Context: an optimization exercise on an open-source flow, tuned for small area. The choices shown serve that exercise and are no tape-out recipe. Only simulation tests tie the RTL to the original design; equivalence was not proved. No driver is modelled on the clock port, so clock power and skew are understated where the tree is cut down; a real chip needs a root buffer or a tree. No activity file was given, so power comes from the tool's default toggle rates.

==> run Z <==
## cordic_sincos
module cordic_sincos (
    input  logic               clk,
    input  logic               rst_n,
    input  cordic_pkg::angle_t angle,
    output cordic_pkg::angle_t sine,
    output cordic_pkg::angle_t cosine
);
    localparam int DEPTH = 14;
    localparam int DLY_N = DEPTH;
    logic [8*DLY_N-1:0] dly;
    logic [7:0]         folded;
    assign folded = {dly[7], dly[7] ? 7'd0 - dly[6:0] : dly[6:0]};
    always_ff @(posedge clk) begin
        dly <= {dly[8*(DLY_N-1)-1:8], folded, angle};
    end
    logic [3:0] run;
    logic       run_fb;
    logic       valid;
    assign run_fb = run[3] ? (~run[0] & (run[2] | run[1])) : run[0];
    assign valid  = (run == 4'b0000);
    always_ff @(posedge clk or negedge rst_n) begin
        if (!rst_n) begin
            run <= 4'b0011;
        end else begin
            run <= {run[2:0], run_fb};
        end
    end
    logic [15:0] lut_n;
    cordic_lut u_lut (
        .a(dly[8*DLY_N-1 -: 8]),
        .q_n(lut_n)
    );
    assign sine   = valid ? ~lut_n[15:8] : 8'h00;
    assign cosine = valid ? ~lut_n[7:0]  : 8'h00;
endmodule
==> flow/config.mk <==
export PLATFORM = sky130hd
export DESIGN_NAME = cordic_sincos
export DESIGN_NICKNAME = cordic_sincos
export VERILOG_FILES = /design/flow/design.v
export SDC_FILE = /design/flow/constraint.sdc
export NUM_CORES = 4
export LEC_CHECK = 0
export CAP_MARGIN = 5
export CORE_MARGIN = 2
export CORE_UTILIZATION = 55
export GPL_TIMING_DRIVEN = 0
export SETUP_SLACK_MARGIN = -0.15
export SLEW_MARGIN = 5
==> flow/constraint.sdc <==
create_clock -name core_clock -period 4.0 [get_ports {clk}]
set_input_delay 0.8000 -clock core_clock [delete_from_list [all_inputs] [get_ports {clk}]]
set_output_delay 0.8000 -clock core_clock [all_outputs]
set_load 0.01 [all_outputs]
standard.sh (not shown) runs the stock make flow with config.mk's settings and CLKGATE_MAP_FILE= SYNTH_SCRIPT=/design/flow/synth_recipe.tcl, a recipe that flattens the netlist after the stock synthesis.
==> flow/flow/run.sh <==
#!/bin/bash
# Own layout flow: the standard layout, except that
#  - the clock tree is two levels of small buffers (flow/pre_cts.tcl), with
#    useful skew on the delay line -> table -> result register path;
#  - ports are buffered with the smallest buffer.
# Registers, their names and cell types are those of the standard synthesis.
set -euo pipefail
HERE=$(pwd)

# the standard synthesis script with only the ABC script swapped
sed -e 's|log_cmd abc {\*}\$abc_args|log_cmd abc -script '"$HERE"'/flow/abc_area_only.script {*}[lrange $abc_args 2 end]|' \
    "$FLOW_HOME/scripts/synth.tcl" > "$HERE/synth_area.tcl"
grep -q 'abc_area_only.script' "$HERE/synth_area.tcl"
sed -e 's|source \$::env(SCRIPTS_DIR)/synth.tcl|source '"$HERE"'/synth_area.tcl|' \
    "$HERE/synth_recipe.tcl" > "$HERE/own_synth.tcl"
grep -q 'synth_area.tcl' "$HERE/own_synth.tcl"

bash "$HERE/standard.sh" \
    "SYNTH_SCRIPT=$HERE/own_synth.tcl" \
    "ADDER_MAP_FILE=" \
    "PRE_CTS_TCL=$HERE/flow/pre_cts.tcl" \
    "BUFFER_PORTS_ARGS=-buffer_cell sky130_fd_sc_hd__buf_1" \
    finish > "$HERE/flow_make.log" 2>&1
Other scripts of this flow, unchanged in this note and not shown: flow/flow/abc_area_only.script, flow/flow/manual_cts.tcl, flow/flow/pre_cts.tcl
==> run B (differences from run Z) <==
SETUP_SLACK_MARGIN = -0.1   (was -0.15)
==> run notes <==
quantity                                                   run B       run Z
Status                                  timing/DRC/antenna clean  timing/DRC/antenna clean
Pwr/cell area                                         559 nW/um2  560 nW/um2
Multi-input gate share of the layout cell area             27.1%       27.2%
Critical path fanouts, max                                    12          17
Minimum clock period                                     3.89 ns     3.89 ns
Max VDD drop                                            0.388 mV    0.388 mV
Cell area after layout                                  3760 um2    3760 um2
Leak Pwr                                              0.00147 uW  0.00147 uW
Synth-to-Final Area Change                                 9.66%       9.59%
Final Core Density                                         62.8%       62.8%
FF+latch area                                           2360 um2    2350 um2
Stage delay of the slowest cell on the critical path     0.49 ns     0.55 ns
Clock Skews                                           0.00726 ns  0.00657 ns
No run of this note takes its clock network from TritonCTS; it comes from the design's own scripts or RTL.

static timing again, ports no longer ideal:
Ports are ideal in the flow. The routed layouts listed here were re-timed in OpenROAD.
Step 1 assumes that a clkbuf_16 drives the clock port and a buf_2 every other input.
Step 2 adds t to the input delays and takes it off the output delays; t is the mean of the earliest and latest rising clock arrival at the registers after step 1. Input paths then give back, and output paths get back, about the clock's delay inside the block.
Slacks: ideal / step 1 / step 2; pairs: ideal / step 1.
run | t, ns | setup WS [ns] | slew at the worst register clock pin (ns) | worst data-port slew with drivers (ns) | cell pins on the clock port's net
run Z | 0.318 | 0.114 / 0.078 / 0.396 | 0.10 / 0.10 | 0.03 | 2
run B | 0.318 | 0.111 / 0.076 / 0.394 | 0.10 / 0.10 | 0.03 | 2
After both steps setup and hold are still met in every run listed.
